What follows belongs to an exercise in optimizing a design on an open flow for small area, a short achievable clock period and few clock cycles; a production flow would make more cautious choices.
In this exercise RTL edits were held to simulation tests only and were not proved equivalent to the original.

File: design/flow/config.mk
export PLATFORM = sky130hd
export DESIGN_NAME = yuyv_to_rgb_red_mask_core
export DESIGN_NICKNAME = yuyv_to_rgb_red_mask_core
export VERILOG_FILES = /design/flow/design.v
export SDC_FILE = /design/flow/constraint.sdc
export NUM_CORES = 4
export LEC_CHECK = 0
export CAP_MARGIN = 20
export CORE_MARGIN = 2
export CORE_UTILIZATION = 40
export PLACE_DENSITY = 0.6
export SLEW_MARGIN = 20
File: design/flow/constraint.sdc
create_clock -name core_clock -period 6.5 [get_ports {clk}]
set_input_delay 1.3000 -clock core_clock [delete_from_list [all_inputs] [get_ports {clk}]]
set_output_delay 1.3000 -clock core_clock [all_outputs]
set_load 0.01 [all_outputs]
File: design/flow/design.v
package yrm_pkg;
	localparam int NSTAGE = 5;
	localparam logic signed [10:0] K_Y   = 11'sd298;
	localparam logic signed [10:0] K_RV  = 11'sd409;
	localparam logic signed [10:0] K_GU  = 11'sd100;
	localparam logic signed [10:0] K_GV  = 11'sd208;
	localparam logic signed [10:0] K_BU  = 11'sd516;
	localparam logic signed [8:0]  Y_OFS = 9'sd16;
	localparam logic signed [8:0]  C_OFS = 9'sd128;
	localparam logic signed [19:0] ROUND = 20'sd128;
	localparam logic [7:0]         RED_MIN    = 8'd115;
	localparam logic [7:0]         GB_MAX     = 8'd63;
	localparam logic signed [12:0] HUE_LIMIT  = 13'sd1275;
	localparam logic [7:0]         CHAN_MAX   = 8'd255;
	typedef struct packed {
		logic [7:0] red;
		logic [7:0] green;
		logic [7:0] blue;
	} rgb_t;
	typedef struct packed {
		logic s1;
		logic s2;
		logic s3;
		logic s4;
		logic s5;
	} pipe_en_t;
	function automatic logic mod3_nz(input logic [10:0] v);
		logic [11:0] w;
		logic [4:0]  s;
		w = {1'b0, v};
		s = '0;
		for (int i = 0; i < 6; i++) begin
			s = s + {3'b000, w[2*i +: 2]};
		end
		mod3_nz = !(s == 5'd0 || s == 5'd3 || s == 5'd6 || s == 5'd9 ||
			s == 5'd12 || s == 5'd15 || s == 5'd18);
	endfunction
endpackage
module yrm_convert (
	input  logic     clk,
	input  yrm_pkg::pipe_en_t ld,
	input  logic [7:0] luma,
	input  logic [7:0] chroma_u,
	input  logic [7:0] chroma_v,
	output yrm_pkg::rgb_t rgb
);
	logic signed [8:0]  c, d, e;
	logic signed [19:0] py_s1, pr_s1, pgu_s1, pgv_s1, pb_s1;
	logic signed [19:0] accr_s2, accg_s2, accb_s2;
	yrm_pkg::rgb_t               rgb_s3;
	function automatic logic [7:0] clamp8(input logic signed [19:0] acc);
		logic signed [11:0] q;
		q = 12'(acc >>> 8);
		if (q < 12'sd0) begin
			clamp8 = 8'd0;
		end else if (q > 12'sd255) begin
			clamp8 = yrm_pkg::CHAN_MAX;
		end else begin
			clamp8 = q[7:0];
		end
	endfunction
	assign c = $signed({1'b0, luma}) - yrm_pkg::Y_OFS;
	assign d = $signed({1'b0, chroma_u}) - yrm_pkg::C_OFS;
	assign e = $signed({1'b0, chroma_v}) - yrm_pkg::C_OFS;
	always_ff @(posedge clk) begin
		if (ld.s1) begin
			py_s1  <= 20'(c) * 20'(yrm_pkg::K_Y);
			pr_s1  <= 20'(e) * 20'(yrm_pkg::K_RV);
			pgu_s1 <= 20'(d) * 20'(yrm_pkg::K_GU);
			pgv_s1 <= 20'(e) * 20'(yrm_pkg::K_GV);
			pb_s1  <= 20'(d) * 20'(yrm_pkg::K_BU);
		end
		if (ld.s2) begin
			accr_s2 <= py_s1 + pr_s1 + yrm_pkg::ROUND;
			accg_s2 <= py_s1 - pgu_s1 - pgv_s1 + yrm_pkg::ROUND;
			accb_s2 <= py_s1 + pb_s1 + yrm_pkg::ROUND;
		end
		if (ld.s3) begin
			rgb_s3.red   <= clamp8(accr_s2);
			rgb_s3.green <= clamp8(accg_s2);
			rgb_s3.blue  <= clamp8(accb_s2);
		end
	end
	assign rgb = rgb_s3;
endmodule
module yrm_red_mask (
	input  logic     clk,
	input  yrm_pkg::pipe_en_t ld,
	input  yrm_pkg::rgb_t rgb_in,
	input  logic     mask_s4,
	output yrm_pkg::rgb_t rgb_out
);
	logic [15:0]        rr, gg, bb;
	logic signed [12:0] rs, gs, bs;
	logic [19:0]        rsq_s4;
	logic [18:0]        gbsq_s4;
	logic signed [12:0] lin1_s4, lin2_s4;
	logic               simple_s4;
	yrm_pkg::rgb_t               rgb_s4, rgb_s5;
	logic               red;
	assign rr = 16'(rgb_in.red) * 16'(rgb_in.red);
	assign gg = 16'(rgb_in.green) * 16'(rgb_in.green);
	assign bb = 16'(rgb_in.blue) * 16'(rgb_in.blue);
	assign rs = $signed({5'b0, rgb_in.red});
	assign gs = $signed({5'b0, rgb_in.green});
	assign bs = $signed({5'b0, rgb_in.blue});
	always_ff @(posedge clk) begin
		if (ld.s4) begin
			rsq_s4    <= {1'b0, rr, 3'b000} + 20'(rr);
			gbsq_s4   <= {(17'(gg) + 17'(bb)), 2'b00};
			lin1_s4   <= rs * 13'sd10 + bs * 13'sd4 - gs * 13'sd10;
			lin2_s4   <= rs * 13'sd10 + gs * 13'sd4 - bs * 13'sd10;
			simple_s4 <= rgb_in.red >= yrm_pkg::RED_MIN && rgb_in.green <= yrm_pkg::GB_MAX &&
				rgb_in.blue <= yrm_pkg::GB_MAX;
			rgb_s4    <= rgb_in;
		end
	end
	assign red = simple_s4 || (rsq_s4 > 20'(gbsq_s4) && lin1_s4 > yrm_pkg::HUE_LIMIT &&
		lin2_s4 > yrm_pkg::HUE_LIMIT);
	always_ff @(posedge clk) begin
		if (ld.s5) begin
			if (mask_s4) begin
				rgb_s5.red   <= 8'd0;
				rgb_s5.green <= red ? yrm_pkg::CHAN_MAX : 8'd0;
				rgb_s5.blue  <= 8'd0;
			end else begin
				rgb_s5 <= rgb_s4;
			end
		end
	end
	assign rgb_out = rgb_s5;
endmodule
module yuyv_to_rgb_red_mask_core (
	input  logic       clk,
	input  logic       arst_n,
	input  logic       pix_in_valid,
	output logic       pix_in_ready,
	input  logic [7:0] pix_in_luma0,
	input  logic [7:0] pix_in_chroma_u,
	input  logic [7:0] pix_in_luma1,
	input  logic [7:0] pix_in_chroma_v,
	input  logic [9:0] pix_in_column,
	input  logic [8:0] pix_in_row,
	output logic       pix_out_valid,
	input  logic       pix_out_ready,
	output logic [7:0] pix_out_red0,
	output logic [7:0] pix_out_green0,
	output logic [7:0] pix_out_blue0,
	output logic [7:0] pix_out_red1,
	output logic [7:0] pix_out_green1,
	output logic [7:0] pix_out_blue1
);
	logic     v_s1, v_s2, v_s3, v_s4, v_s5;
	yrm_pkg::pipe_en_t ld;
	logic     mrow, mcol0, mcol1;
	logic     m0_s1, m0_s2, m0_s3, m0_s4, m0_s5;
	logic     m1_s1, m1_s2, m1_s3, m1_s4;
	yrm_pkg::rgb_t     rgb0_s3, rgb1_s3, rgb0_s5, rgb1_s5;
	logic     accept;
	assign ld.s5 = !v_s5 || pix_out_ready;
	assign ld.s4 = !v_s4 || ld.s5;
	assign ld.s3 = !v_s3 || ld.s4;
	assign ld.s2 = !v_s2 || ld.s3;
	assign ld.s1 = !v_s1 || ld.s2;
	assign pix_in_ready = ld.s1;
	assign accept       = pix_in_valid && ld.s1;
	always_ff @(posedge clk or negedge arst_n) begin
		if (!arst_n) begin
			v_s1 <= 1'b0;
			v_s2 <= 1'b0;
			v_s3 <= 1'b0;
			v_s4 <= 1'b0;
			v_s5 <= 1'b0;
		end else begin
			if (ld.s1) v_s1 <= pix_in_valid;
			if (ld.s2) v_s2 <= v_s1;
			if (ld.s3) v_s3 <= v_s2;
			if (ld.s4) v_s4 <= v_s3;
			if (ld.s5) v_s5 <= v_s4;
		end
	end
	assign mrow  = yrm_pkg::mod3_nz(11'(pix_in_row));
	assign mcol0 = yrm_pkg::mod3_nz(11'(pix_in_column));
	assign mcol1 = yrm_pkg::mod3_nz(11'(pix_in_column) + 11'd1);
	always_ff @(posedge clk) begin
		if (ld.s1) begin
			m0_s1 <= mcol0 && mrow;
			m1_s1 <= mcol1 && mrow;
		end
		if (ld.s2) begin
			m0_s2 <= m0_s1;
			m1_s2 <= m1_s1;
		end
		if (ld.s3) begin
			m0_s3 <= m0_s2;
			m1_s3 <= m1_s2;
		end
		if (ld.s4) begin
			m0_s4 <= m0_s3;
			m1_s4 <= m1_s3;
		end
		if (ld.s5) begin
			m0_s5 <= m0_s4;
		end
	end
	yrm_convert u_conv0 (
		.clk      (clk),
		.ld       (ld),
		.luma     (pix_in_luma0),
		.chroma_u (pix_in_chroma_u),
		.chroma_v (pix_in_chroma_v),
		.rgb      (rgb0_s3)
	);
	yrm_convert u_conv1 (
		.clk      (clk),
		.ld       (ld),
		.luma     (pix_in_luma1),
		.chroma_u (pix_in_chroma_u),
		.chroma_v (pix_in_chroma_v),
		.rgb      (rgb1_s3)
	);
	yrm_red_mask u_mask0 (
		.clk     (clk),
		.ld      (ld),
		.rgb_in  (rgb0_s3),
		.mask_s4 (m0_s4),
		.rgb_out (rgb0_s5)
	);
	yrm_red_mask u_mask1 (
		.clk     (clk),
		.ld      (ld),
		.rgb_in  (rgb1_s3),
		.mask_s4 (m1_s4),
		.rgb_out (rgb1_s5)
	);
	assign pix_out_valid  = v_s5;
	assign pix_out_red0   = rgb0_s5.red;
	assign pix_out_green0 = rgb0_s5.green;
	assign pix_out_blue0  = rgb0_s5.blue;
	assign pix_out_red1   = rgb1_s5.red;
	assign pix_out_green1 = rgb1_s5.green;
	assign pix_out_blue1  = rgb1_s5.blue;
endmodule
File: design/flow/run.sh
#!/bin/bash
# synth_recipe.tcl (not shown) runs the flow's synth.tcl, then flattens the netlist and writes it again
# the make line also repeats each setting of config.mk as NAME=value (left out here)
make -C /OpenROAD-flow-scripts/flow DESIGN_CONFIG=/design/flow/config.mk WORK_HOME=/design/flow/orfs CLKGATE_MAP_FILE= SYNTH_SCRIPT=/design/flow/synth_recipe.tcl finish
==> flow_summary_export.csv <==
group,metric,value,unit
floorplanning,die_w,331.0,um
yosys,yosysSeqAreaShare,30.98,%
clock_tree,clock_sink_count,442,
timing,timing.final.crit_period,6.140,ns
route,tritonroute_pass_1_iters,5,
cells_and_area,drive_gt1_share,4.888,%
clock_tree,worst_skew_pair.late_latency,0.65,ns
yosys,synth-edff-count,437,
critical_path,worst_ep_required_time,6.88,ns
yosys,synth_area_per_cell,10.65,um2
critical_path,critical_path_arrival,6.52,ns
yosys,synthesis.yosys.warnings,3,
yosys,synth.ff_latch_count,442,
critical_path,delay_of_the_slowest_cell_on_the_worst_path,0.62,ns
worst_hold_path,hold_path_class,"flip-flop to flip-flop",
timing,post-route-period-util,94.46,%
critical_path,timing.critical_path.buf_inv,3,
worst_hold_path,timing.hold.worst_path_depth,0,
route,drt-initial-drc-count,1269,
floorplanning,die_area,109500,um2
yosys,post_synth_inst_count,4015,
place,post-dp-hpwl,77.26,mm
route,drc,0,
floorplanning,die-height,331.0,um
route,routed_wire_length_per_instance,16.43,um
clock_tree,root_buffer,"clkbuf_16",
critical_path,worst_path_dominant_cell_family,"adder cells",
global_route,grt_pass1_vias,27959,
critical_path,timing.critical_path.depth,17,
cells_and_area,n_fill_cell,9918,
run,cap_violations,0,
status,status,"no timing/DRC/antenna violations",
global_route,grt_pass1_wl,148.4,mm
critical_path,setup.worst_path.end,"u_mask0.gbsq_s4[17]$_DFFE_PP_",
clock_tree,cts-buffers-inserted,56,
clock_tree,clkSlewWorstSetupHoldPaths,0.06,ns
clock_tree,cts_hold_buf,0,
critical_path,cells_along_the_critical_path,"inv_1 > nor2_1 > fa_1 > fa_1 > fa_1 > fa_1 > inv_1 > fa_1 > fa_1 > inv_1 > ha_1 > a21oi_1 > nor2b_1 > o21a_1 > o31a_1 > o41ai_1 > xnor2_1",
timing,finalSetupViolations,0,
route,drt.antenna.violating_nets,0,
timing,slew_headroom,34.42,%
yosys,yosys_most_used_dff,"edfxtp_1",
critical_path,cp_common_cell,"fa_1",
clock_tree,cts_setup_buffers,0,
timing,drv_slew,0,
place,placement.io_buffers,104,
critical_path,worst_r2r_startpoint,"u_conv0.rgb_s3[2]$_SDFFCE_PP0P_",
critical_path,setup.worst_path.class,"flip-flop to flip-flop",
cells_and_area,area_growth,11.86,%
clock_tree,ctsLongestPathBuffers,3,
global_route,pin_count_of_the_biggest_net_entering_global_routing,112,
yosys,synth.cell_area,42760,um2
floorplanning,fp.coreArea,105700,um2
timing,rsz0062_at_grt,"false",
yosys,async_reset_ff_share,1.131,%
critical_path,critPathMaxFanout,7,
timing,final_hold_viol_count,0,
critical_path,timing.reg2reg.worst_path_depth,17,
critical_path,worst_setup_path_start_kind,"flip-flop",
cells_and_area,design.final.nets,5368,
global_route,grt_use_total,17.35,%
place,preCtsSetupSlack,0.2099,ns
cells_and_area,layout.core_utilization,45.25,%
yosys,yosys.cell_types.count,87,
critical_path,worst_path_max_delay_cell,"edfxtp_1",
floorplanning,boundaryPins,105,
route,vias_after_detailed_routing,27709,
place,gpl.final_weighted_congestion,0.8803,
floorplanning,placementRows,119,
timing,tightestPinTransition,0.9837,ns
critical_path,worst_setup_path_end_kind,"flip-flop",
critical_path,rr_endpoint,"u_mask0.gbsq_s4[17]$_DFFE_PP_",
critical_path,worstSetupStartpoint,"u_conv0.rgb_s3[2]$_SDFFCE_PP0P_",
timing,setup-tns-final,0,ns
clock_tree,cts.htree.levels,2,
global_route,antenna_found_initial,1,
timing,worst_slack,0.3604,ns
timing,clock_skew,0.02263,ns
floorplanning,initial_utilization,40.45,%
global_route,globalRoute.totalOverflow,0,
timing,worst_hold_slack,0.4176,ns
clock_tree,cts_tree,"done",
critical_path,setup.reg_to_reg.worst_slack,0.36,ns
route,routed_wirelength,92.74,mm
cells_and_area,antennaDiodeCount,0,
timing,max_freq,0.1629,GHz
route,viasPerCell,4.908,
yosys,postSynthNetCount,5174,
[per-layer routing]
| metal | global-route usage (%) | wire length, um | vias up |
|---|---|---|---|
| met3 | 2.108 | 3340 | 120 |
| met1 | 23.40 | 43050 | 13275 |
| li1 | - | - | 13898 |
| met5 | 0 | 0 | - |
| met4 | 5.043 | 2719 | 0 |
| met2 | 29.30 | 43630 | 416 |
[cell usage in the layout (no fill, tap or decap), types with 11 or more instances in the layout]
cell	Yosys	final
a211oi_1	11	11
a21boi_0	27	27
nand4_1	14	14
xnor2_1	222	222
nand2b_1	23	23
and3_1	11	11
nor3_1	55	55
o21a_1	34	34
o31a_1	12	12
clkdlybuf4s50_1	0	104
nor2_1	398	397
inv_1	755	753
nor2b_1	75	75
buf_4	2	63
or3_1	23	23
o211ai_1	14	14
or2_2	11	11
edfxtp_1	437	437
ha_1	762	762
nand3_1	33	32
fa_1	342	342
a21oi_1	152	152
and2_1	34	34
o21bai_1	34	34
xor2_1	65	65
clkbuf_16	0	56
clkinv_2	0	12
o41ai_1	14	14
nand2_1	124	122
a21o_1	74	74
o21ai_0	91	91
[worst register-to-register path, delay by kind of cell, from the launching register on]
family,cells,cell delay (ns)
xor+xnor,1,0.10
flops,1,0.62
compound gates,4,1.00
simple gates,2,0.33
buf+inv,3,0.38
fa+ha+maj,7,3.43
[flip-flops by register name (all words and copies together) (netlist names), 15 cells and up]
signal,cells
u_conv1.py_s1,18
u_conv1.pgu_s1,15
u_conv0.py_s1,18
u_mask0.rgb_s4,24
u_mask1.gbsq_s4,17
u_mask0.rsq_s4,18
u_conv0.rgb_s3,24
u_mask0.rgb_s5,24
u_mask1.rgb_s5,24
u_mask1.rgb_s4,23
u_conv1.pr_s1,19
u_conv1.pb_s1,15
u_mask1.rsq_s4,19
u_mask0.gbsq_s4,17
u_conv1.rgb_s3,24
[timing repair]
| item | 4_1_cts | 5_1_grt |
|---|---|---|
| gates resized for setup | 0 | 2 |
| hold endpoints to repair | 0 | 0 |
| setup endpoints to repair | 0 | 1 |
[worst min path at each step]
stage	startpoint	endpoint	slack, ns
finish	m0_s3$_DFFE_PP_	m0_s4$_DFFE_PP_	0.42
CTS	m0_s3$_DFFE_PP_	m0_s4$_DFFE_PP_	0.42
global placement	m1_s3$_DFFE_PP_	m1_s4$_DFFE_PP_	0.40
detailed placement	m0_s3$_DFFE_PP_	m0_s4$_DFFE_PP_	0.41
global route	m1_s2$_DFFE_PP_	m1_s3$_DFFE_PP_	0.42
floorplan	m0_s1$_DFFE_PP_	m0_s2$_DFFE_PP_	0.40
[cell usage after synthesis (34+ instances only)]
master	n	area share (%)
fa_1	342	16
inv_1	755	6.6
o21bai_1	34	0.60
o21a_1	34	0.60
ha_1	762	22
a21o_1	74	1.3
nor2_1	398	3.5
xnor2_1	222	4.5
and2_1	34	0.50
nor3_1	55	0.64
a21oi_1	152	1.8
nand2_1	124	1.1
nor2b_1	75	1.1
o21ai_0	91	1.1
edfxtp_1	437	31
xor2_1	65	1.3
[metrics by stage]
stage,area (um2),cells
floorplan,42770,4015
global placement,45940,5542
detailed placement,45940,5542
CTS,47830,5646
global route,47840,5646
finish,47840,5646
[logic make-up after synthesis]
| kind of cell | Yosys count | share of synthesized area, % |
|---|---|---|
| mux | 6 | 0.1463 |
| simple gates | 834 | 9.041 |
| fa+ha+maj | 1105 | 38.33 |
| compound gates | 547 | 8.523 |
| xor+xnor | 291 | 6.030 |
| buf+inv | 790 | 6.952 |
| flops | 442 | 30.98 |
[final cells by class]
type / instances / area (um2) / area share, %
inverters: 758 / 2845 / 5.948
flip-flops and latches: 442 / 13250 / 27.69
clock inverters: 42 / 470.5 / 0.9834
clock buffers: 62 / 1424 / 2.976
multi-input cells: 2783 / 26580 / 55.55
well taps: 1391 / 1740 / 3.638
repair buffers: 168 / 1534 / 3.207
Testbench counts, summed over its fixed seeds: cycles 16,040.

[what the ideal ports hide]
The results above use ideal ports. As a check the final layout listed here was re-extracted and re-timed, cells and wires unchanged.
Step 1 (the two cells are an assumption about what drives the block):
set clk [get_ports {clk}]
set_driving_cell -lib_cell sky130_fd_sc_hd__clkbuf_16 $clk
set_driving_cell -lib_cell sky130_fd_sc_hd__buf_2 [delete_from_list [all_inputs] $clk]
Step 2 times the ports against the registers' clock, not the clock port: input delays grow and output delays shrink by t, the midpoint of the rising clock arrivals with the driver on.
Three values: ideal ports, drivers, drivers and shift; two values: the first two.
t (ns): 0.710
setup WS [ns]: 0.360 / 0.360 / 0.174
worst slew at a driven data input, ns: 0.04
pins driven straight from the clock port: 1
After both steps this run still meets setup and hold. The setup slack of this run moves by 0.000 ns with the drivers and by -0.186 ns with both steps.
